Source: an optimization exercise on an open RTL-to-GDS flow (aim: small area, a short achievable clock period and few clock cycles). Production flows keep margins and buffers that such runs may drop. The RTL was checked by simulation tests, not by an equivalence proof against the original design.

== cedar ==
==> flow/design.v <==
package bfrv_pkg;
  localparam int unsigned MODE_W   = 2;
  localparam int unsigned VALUE_W  = 32;
  localparam int unsigned STATUS_W = 2;
  localparam int unsigned OCC_W    = 5;
  localparam int unsigned LIMIT_W  = 5;
  localparam int unsigned DEPTH_DEF      = 16;
  localparam int unsigned DATA_WIDTH_DEF = 32;
  localparam logic [LIMIT_W-1:0] LIMIT_RESET = 5'd16;
  localparam logic [MODE_W-1:0] MODE_PUSH   = 2'd0;
  localparam logic [MODE_W-1:0] MODE_POP    = 2'd1;
  localparam logic [MODE_W-1:0] MODE_REMOVE = 2'd2;
  localparam logic [STATUS_W-1:0] ST_DONE      = 2'd0;
  localparam logic [STATUS_W-1:0] ST_FULL      = 2'd1;
  localparam logic [STATUS_W-1:0] ST_EMPTY     = 2'd2;
  localparam logic [STATUS_W-1:0] ST_NOT_FOUND = 2'd3;
  typedef struct packed {
    logic [MODE_W-1:0]  mode;
    logic [VALUE_W-1:0] value;
  } req_t;
  typedef struct packed {
    logic [STATUS_W-1:0] status;
    logic [VALUE_W-1:0]  popped_value;
    logic [OCC_W-1:0]    occupancy;
  } rsp_t;
  typedef struct packed {
    logic load;     
    logic shift;    
    logic cmp_en;   
  } cell_ctrl_t;
endpackage
import bfrv_pkg::*;
module bfrv_cell #(
  parameter int unsigned DATA_WIDTH = DATA_WIDTH_DEF
) (
  input  logic                  clk_i,
  input  logic                  shift_i,     
  input  logic [DATA_WIDTH-1:0] prev_i,      
  input  logic [DATA_WIDTH-1:0] cmp_data_i,  
  output logic [DATA_WIDTH-1:0] data_o,
  output logic                  eq_o
);
  logic [DATA_WIDTH-1:0] data_q;
  always_ff @(posedge clk_i) begin
    if (shift_i) begin
      data_q <= prev_i;
    end
  end
  assign data_o = data_q;
  assign eq_o   = (data_q == cmp_data_i);
endmodule
import bfrv_pkg::*;
module bfrv_seek #(
  parameter int unsigned DEPTH = DEPTH_DEF
) (
  input  logic [DEPTH-1:0] req_i,
  output logic [DEPTH-1:0] onehot_o
);
  always_comb begin
    for (int i = 0; i < DEPTH; i++) begin
      onehot_o[i] = req_i[i];
      for (int j = i + 1; j < DEPTH; j++) begin
        onehot_o[i] = onehot_o[i] & ~req_i[j];
      end
    end
  end
endmodule
import bfrv_pkg::*;
module bounded_fifo_with_remove_by_value #(
  parameter int unsigned DEPTH      = DEPTH_DEF,
  parameter int unsigned DATA_WIDTH = DATA_WIDTH_DEF
) (
  input  logic               clk_i,
  input  logic               rst_ni,
  input  logic               cfg_we_i,
  input  logic [LIMIT_W-1:0] cfg_wdata_i,
  input  logic               in_valid_i,
  output logic               in_stall_o,
  input  logic [MODE_W+VALUE_W-1:0]          in_word_i,
  output logic               out_valid_o,
  input  logic               out_stall_i,
  output logic [STATUS_W+VALUE_W+OCC_W-1:0] out_word_o
);
  localparam int unsigned CNT_W = $clog2(DEPTH + 1);
  localparam int unsigned CMP_W = (CNT_W > LIMIT_W) ? CNT_W : LIMIT_W;
  localparam int unsigned RSP_W = STATUS_W + VALUE_W + OCC_W;
  logic [MODE_W-1:0]     mode0;
  logic [DATA_WIDTH-1:0] val0;
  logic                  v1_q;
  logic [MODE_W-1:0]     mode1_q;
  logic [DATA_WIDTH-1:0] val1_q;
  logic [DEPTH-1:0]      m1_q;
  logic                  r1_free;
  logic                  stall_q;
  logic                  pr_q;         
  logic [DEPTH-1:0]      vld_q, vld_d;
  logic [CNT_W-1:0]      cnt_q, cnt_d;
  logic [LIMIT_W-1:0]    limit_q;
  logic                  room_q, room_d;    
  logic                  any_q, any_d;      
  logic [DATA_WIDTH-1:0] cell_data [DEPTH];
  logic [DEPTH-1:0]      cell_eq;
  logic [DEPTH-1:0]      below_full;        
  logic [DEPTH-1:0]      shift_en;
  logic [DEPTH-1:0]      m_next;
  logic                  eq01;
  logic                  fire;
  logic                  is_push, is_pop, is_remove;
  logic                  push_ok, dec;
  logic [DEPTH-1:0]      old_q, old_d;      
  logic [DEPTH-1:0]      next_old;          
  logic                  old_clr;
  logic [DEPTH-1:0]      hit_oh, hit_vec, clr;
  logic                  found;
  logic                  room_inc, room_dec;
  logic [STATUS_W-1:0]   res_status;
  logic [VALUE_W-1:0]    res_value;
  logic [RSP_W-1:0]      res;
  logic                  ov_q, sv_q, sv_d;
  logic [RSP_W-1:0]      ow_q, sw_q;
  logic                  deliver;
  assign r1_free    = ~stall_q;
  assign in_stall_o = stall_q;
  assign mode0      = in_word_i[MODE_W+VALUE_W-1:VALUE_W];
  assign val0       = DATA_WIDTH'(in_word_i[VALUE_W-1:0]);
  assign eq01       = (val0 == val1_q);
  for (genvar i = 0; i < DEPTH; i++) begin : g_fwd
    if (i == 0) begin : g_first
      assign m_next[i] = shift_en[i] ? eq01 : cell_eq[i];
    end else begin : g_rest
      assign m_next[i] = shift_en[i] ? cell_eq[i-1] : cell_eq[i];
    end
  end
  always_ff @(posedge clk_i or negedge rst_ni) begin
    if (!rst_ni) begin
      v1_q <= 1'b0;
    end else if (r1_free) begin
      v1_q <= in_valid_i;
    end
  end
  always_ff @(posedge clk_i) begin
    if (r1_free) begin
      mode1_q <= mode0;
      val1_q  <= val0;
      m1_q    <= m_next;
    end
  end
  assign fire      = v1_q & ~sv_q;
  assign is_push   = (mode1_q == MODE_PUSH);
  assign is_pop    = (mode1_q == MODE_POP);
  assign is_remove = (mode1_q == MODE_REMOVE);
  assign push_ok   = pr_q & ~sv_q;
  always_comb begin
    for (int i = 0; i < DEPTH; i++) begin
      below_full[i] = 1'b1;
      for (int j = 0; j < i; j++) begin
        below_full[i] = below_full[i] & vld_q[j];
      end
    end
  end
  assign shift_en = {DEPTH{push_ok}} & below_full;
  for (genvar i = 0; i < DEPTH; i++) begin : g_cell
    logic [DATA_WIDTH-1:0] prev;
    if (i == 0) begin : g_first
      assign prev = val1_q;
    end else begin : g_rest
      assign prev = cell_data[i-1];
    end
    bfrv_cell #(
      .DATA_WIDTH (DATA_WIDTH)
    ) u_cell (
      .clk_i      (clk_i),
      .shift_i    (shift_en[i]),
      .prev_i     (prev),
      .cmp_data_i (val0),
      .data_o     (cell_data[i]),
      .eq_o       (cell_eq[i])
    );
  end
  bfrv_seek #(.DEPTH(DEPTH)) u_next_old (
    .req_i    (vld_q & ~old_q),
    .onehot_o (next_old)
  );
  assign old_clr = (is_pop & any_q) | (is_remove & ((m1_q & old_q) != '0));
  always_comb begin
    old_d = old_q;
    if (is_push && room_q) begin
      if (!any_q) begin
        old_d = DEPTH'(1);
      end else begin
        for (int i = 1; i < DEPTH; i++) begin
          old_d[i] = below_full[i] ? old_q[i-1] : old_q[i];
        end
        old_d[0] = 1'b0;
      end
    end else if (old_clr) begin
      old_d = next_old;
    end
  end
  always_ff @(posedge clk_i or negedge rst_ni) begin
    if (!rst_ni) begin
      old_q <= '0;
    end else if (fire) begin
      old_q <= old_d;
    end
  end
  assign hit_vec = m1_q & vld_q;
  assign found   = |hit_vec;
  bfrv_seek #(.DEPTH(DEPTH)) u_hit (
    .req_i    (hit_vec),
    .onehot_o (hit_oh)
  );
  always_comb begin
    clr = '0;
    if (is_pop)    clr = old_q;
    if (is_remove) clr = hit_oh;
  end
  always_comb begin
    for (int i = 0; i < DEPTH; i++) begin
      if (shift_en[i]) begin
        vld_d[i] = (i == 0) ? 1'b1 : vld_q[(i == 0) ? 0 : i-1];
      end else begin
        vld_d[i] = vld_q[i] & ~clr[i];
      end
    end
  end
  always_comb begin
    res_value = '0;
    for (int i = 0; i < DEPTH; i++) begin
      res_value = res_value | ({VALUE_W{old_q[i]}} & VALUE_W'(cell_data[i]));
    end
    if (!is_pop) res_value = '0;
  end
  assign dec      = (is_pop & any_q) | (is_remove & found);
  assign room_inc = (CNT_W'(cnt_q + CNT_W'(1)) < CNT_W'(DEPTH))
                    & (CMP_W'(cnt_q + CNT_W'(1)) < CMP_W'(limit_q));
  assign room_dec = (CMP_W'(cnt_q) <= CMP_W'(DEPTH)) & (CMP_W'(cnt_q) <= CMP_W'(limit_q));
  always_comb begin
    cnt_d  = cnt_q;
    room_d = room_q;
    any_d  = any_q;
    if (is_push && room_q) begin
      cnt_d  = cnt_q + CNT_W'(1);
      room_d = room_inc;
      any_d  = 1'b1;
    end else if (dec) begin
      cnt_d  = cnt_q - CNT_W'(1);
      room_d = room_dec;
      any_d  = (cnt_q != CNT_W'(1));
    end
  end
  always_comb begin
    res_status = ST_DONE;
    if (is_push && !room_q)      res_status = ST_FULL;
    if (is_pop && !any_q)        res_status = ST_EMPTY;
    if (is_remove && !found)     res_status = ST_NOT_FOUND;
  end
  assign res = {res_status, res_value, OCC_W'(cnt_d)};
  always_ff @(posedge clk_i or negedge rst_ni) begin
    if (!rst_ni) begin
      vld_q <= '0;
      cnt_q <= '0;
      any_q <= 1'b0;
    end else if (fire) begin
      vld_q <= vld_d;
      cnt_q <= cnt_d;
      any_q <= any_d;
    end
  end
  always_ff @(posedge clk_i or negedge rst_ni) begin
    if (!rst_ni) begin
      limit_q <= LIMIT_RESET;
    end else if (cfg_we_i) begin
      limit_q <= cfg_wdata_i;
    end
  end
  logic room_next;
  always_comb begin
    room_next = room_q;
    if (cfg_we_i) begin
      room_next = (cnt_q < CNT_W'(DEPTH)) & (CMP_W'(cnt_q) < CMP_W'(cfg_wdata_i));
    end else if (fire) begin
      room_next = room_d;
    end
  end
  always_ff @(posedge clk_i or negedge rst_ni) begin
    if (!rst_ni) begin
      room_q <= 1'b1;
      pr_q   <= 1'b0;
    end else begin
      room_q <= room_next;
      if (r1_free) begin
        pr_q <= in_valid_i & (mode0 == MODE_PUSH) & room_next;
      end
    end
  end
  assign out_valid_o = ov_q;
  assign out_word_o  = ow_q;
  assign deliver     = ov_q & ~out_stall_i;
  always_comb begin
    sv_d = sv_q;
    if (sv_q) begin
      if (deliver) sv_d = 1'b0;
    end else if (fire && ov_q && !deliver) begin
      sv_d = 1'b1;
    end
  end
  always_ff @(posedge clk_i or negedge rst_ni) begin
    if (!rst_ni) begin
      ov_q    <= 1'b0;
      sv_q    <= 1'b0;
      stall_q <= 1'b0;
    end else begin
      sv_q <= sv_d;
      if (!ov_q || deliver) begin
        ov_q <= sv_q | fire;
      end
      stall_q <= sv_d & (r1_free ? in_valid_i : v1_q);
    end
  end
  always_ff @(posedge clk_i) begin
    if (!ov_q || deliver) begin
      ow_q <= sv_q ? sw_q : res;
    end
    if (!sv_q && fire && ov_q && !deliver) begin
      sw_q <= res;
    end
  end
endmodule
Settings: LEC_CHECK=0, CAP_MARGIN=20, CORE_MARGIN=2, CORE_UTILIZATION=40, CTS_CLUSTER_DIAMETER=80, CTS_CLUSTER_SIZE=22, PLACE_DENSITY=0.8, SETUP_SLACK_MARGIN=3.0, SLEW_MARGIN=20, TNS_END_PERCENT=0; clock period 5.0 ns.
standard.sh (not shown) runs the stock make flow with config.mk's settings and CLKGATE_MAP_FILE= SYNTH_SCRIPT=/design/flow/synth_recipe.tcl, a recipe that flattens the netlist after the stock synthesis.
==> flow/flow/run.sh <==
#!/bin/bash
set -euo pipefail
export BUFFER_PORTS_ARGS="-buffer_cell sky130_fd_sc_hd__buf_2"
bash standard.sh > standard_flow.log 2>&1
Testbench counts of cedar, summed over its fixed seeds: cycles 12,016.
Relative to cedar, the following input files were edited for garnet:
--- a/flow/design.v
+++ b/flow/design.v
@@ -89,13 +89,12 @@
   logic                  v1_q;
   logic [MODE_W-1:0]     mode1_q;
   logic [DATA_WIDTH-1:0] val1_q;
   logic [DEPTH-1:0]      m1_q;
   logic                  r1_free;
   logic                  stall_q;
-  logic                  pr_q;         
   logic [DEPTH-1:0]      vld_q, vld_d;
   logic [CNT_W-1:0]      cnt_q, cnt_d;
   logic [LIMIT_W-1:0]    limit_q;
   logic                  room_q, room_d;    
   logic                  any_q, any_d;      
   logic [DATA_WIDTH-1:0] cell_data [DEPTH];
@@ -104,16 +103,13 @@
   logic [DEPTH-1:0]      shift_en;
   logic [DEPTH-1:0]      m_next;
   logic                  eq01;
   logic                  fire;
   logic                  is_push, is_pop, is_remove;
   logic                  push_ok, dec;
-  logic [DEPTH-1:0]      old_q, old_d;      
-  logic [DEPTH-1:0]      next_old;          
-  logic                  old_clr;
-  logic [DEPTH-1:0]      hit_oh, hit_vec, clr;
+  logic [DEPTH-1:0]      old_oh, hit_oh, hit_vec, clr;
   logic                  found;
   logic                  room_inc, room_dec;
   logic [STATUS_W-1:0]   res_status;
   logic [VALUE_W-1:0]    res_value;
   logic [RSP_W-1:0]      res;
   logic                  ov_q, sv_q, sv_d;
@@ -146,13 +142,13 @@
     end
   end
   assign fire      = v1_q & ~sv_q;
   assign is_push   = (mode1_q == MODE_PUSH);
   assign is_pop    = (mode1_q == MODE_POP);
   assign is_remove = (mode1_q == MODE_REMOVE);
-  assign push_ok   = pr_q & ~sv_q;
+  assign push_ok   = fire & is_push & room_q;
   always_comb begin
     for (int i = 0; i < DEPTH; i++) begin
       below_full[i] = 1'b1;
       for (int j = 0; j < i; j++) begin
         below_full[i] = below_full[i] & vld_q[j];
       end
@@ -174,48 +170,25 @@
       .prev_i     (prev),
       .cmp_data_i (val0),
       .data_o     (cell_data[i]),
       .eq_o       (cell_eq[i])
     );
   end
-  bfrv_seek #(.DEPTH(DEPTH)) u_next_old (
-    .req_i    (vld_q & ~old_q),
-    .onehot_o (next_old)
+  bfrv_seek #(.DEPTH(DEPTH)) u_oldest (
+    .req_i    (vld_q),
+    .onehot_o (old_oh)
   );
-  assign old_clr = (is_pop & any_q) | (is_remove & ((m1_q & old_q) != '0));
-  always_comb begin
-    old_d = old_q;
-    if (is_push && room_q) begin
-      if (!any_q) begin
-        old_d = DEPTH'(1);
-      end else begin
-        for (int i = 1; i < DEPTH; i++) begin
-          old_d[i] = below_full[i] ? old_q[i-1] : old_q[i];
-        end
-        old_d[0] = 1'b0;
-      end
-    end else if (old_clr) begin
-      old_d = next_old;
-    end
-  end
-  always_ff @(posedge clk_i or negedge rst_ni) begin
-    if (!rst_ni) begin
-      old_q <= '0;
-    end else if (fire) begin
-      old_q <= old_d;
-    end
-  end
   assign hit_vec = m1_q & vld_q;
   assign found   = |hit_vec;
   bfrv_seek #(.DEPTH(DEPTH)) u_hit (
     .req_i    (hit_vec),
     .onehot_o (hit_oh)
   );
   always_comb begin
     clr = '0;
-    if (is_pop)    clr = old_q;
+    if (is_pop)    clr = old_oh;
     if (is_remove) clr = hit_oh;
   end
   always_comb begin
     for (int i = 0; i < DEPTH; i++) begin
       if (shift_en[i]) begin
         vld_d[i] = (i == 0) ? 1'b1 : vld_q[(i == 0) ? 0 : i-1];
@@ -224,13 +197,13 @@
       end
     end
   end
   always_comb begin
     res_value = '0;
     for (int i = 0; i < DEPTH; i++) begin
-      res_value = res_value | ({VALUE_W{old_q[i]}} & VALUE_W'(cell_data[i]));
+      res_value = res_value | ({VALUE_W{old_oh[i]}} & VALUE_W'(cell_data[i]));
     end
     if (!is_pop) res_value = '0;
   end
   assign dec      = (is_pop & any_q) | (is_remove & found);
   assign room_inc = (CNT_W'(cnt_q + CNT_W'(1)) < CNT_W'(DEPTH))
                     & (CMP_W'(cnt_q + CNT_W'(1)) < CMP_W'(limit_q));
@@ -271,30 +244,19 @@
     if (!rst_ni) begin
       limit_q <= LIMIT_RESET;
     end else if (cfg_we_i) begin
       limit_q <= cfg_wdata_i;
     end
   end
-  logic room_next;
-  always_comb begin
-    room_next = room_q;
-    if (cfg_we_i) begin
-      room_next = (cnt_q < CNT_W'(DEPTH)) & (CMP_W'(cnt_q) < CMP_W'(cfg_wdata_i));
-    end else if (fire) begin
-      room_next = room_d;
-    end
-  end
   always_ff @(posedge clk_i or negedge rst_ni) begin
     if (!rst_ni) begin
       room_q <= 1'b1;
-      pr_q   <= 1'b0;
-    end else begin
-      room_q <= room_next;
-      if (r1_free) begin
-        pr_q <= in_valid_i & (mode0 == MODE_PUSH) & room_next;
-      end
+    end else if (cfg_we_i) begin
+      room_q <= (cnt_q < CNT_W'(DEPTH)) & (CMP_W'(cnt_q) < CMP_W'(cfg_wdata_i));
+    end else if (fire) begin
+      room_q <= room_d;
     end
   end
   assign out_valid_o = ov_q;
   assign out_word_o  = ow_q;
   assign deliver     = ov_q & ~out_stall_i;
   always_comb begin
--- outcome ---
garnet vs cedar — y dimension of the die dropped about 0.43%.
The lower fraction of final layout cells with drive strength greater than 1 came out of garnet.
Proportion of cell area spent on the clock network came out lower on garnet than on cedar.
On garnet: register-to-register slack is 0.40 ns lower than what cedar gave.
Between garnet and cedar, it is garnet whose mean routed wirelength per cell is lower, by 7.7 um.
garnet gives more critical path depth than cedar did.
Testbench counts of garnet, summed over its fixed seeds: cycles 12,016.

==> re-timing with driven ports <==
In the flow no input, the clock included, has a driving cell. The finished layouts below were timed again as built, in two steps.
Step 1 sets driving cells, clkbuf_16 on the clock port and buf_2 on the other inputs (assumed; they add their load-dependent delay and slew).
Step 2 also shifts input and output timing later by t, the mid clock arrival at the registers, as if the neighbouring blocks saw the same clock.
Three values: ideal ports, drivers, drivers and shift; two values: the first two.
| run | shift t [ns] | setup slack, ns | latest minus earliest clock arrival (ns) |
|---|---|---|---|
| cedar | 0.669 | 2.580 / 2.608 / 1.947 | 0.031 / 0.031 |
| garnet | 0.665 | 2.109 / 2.114 / 1.450 | 0.028 / 0.027 |
After both steps setup and hold are still met in every run listed. For garnet, which loses most, drivers alone change the setup slack by +0.005 ns; drivers and shift together by -0.659 ns.
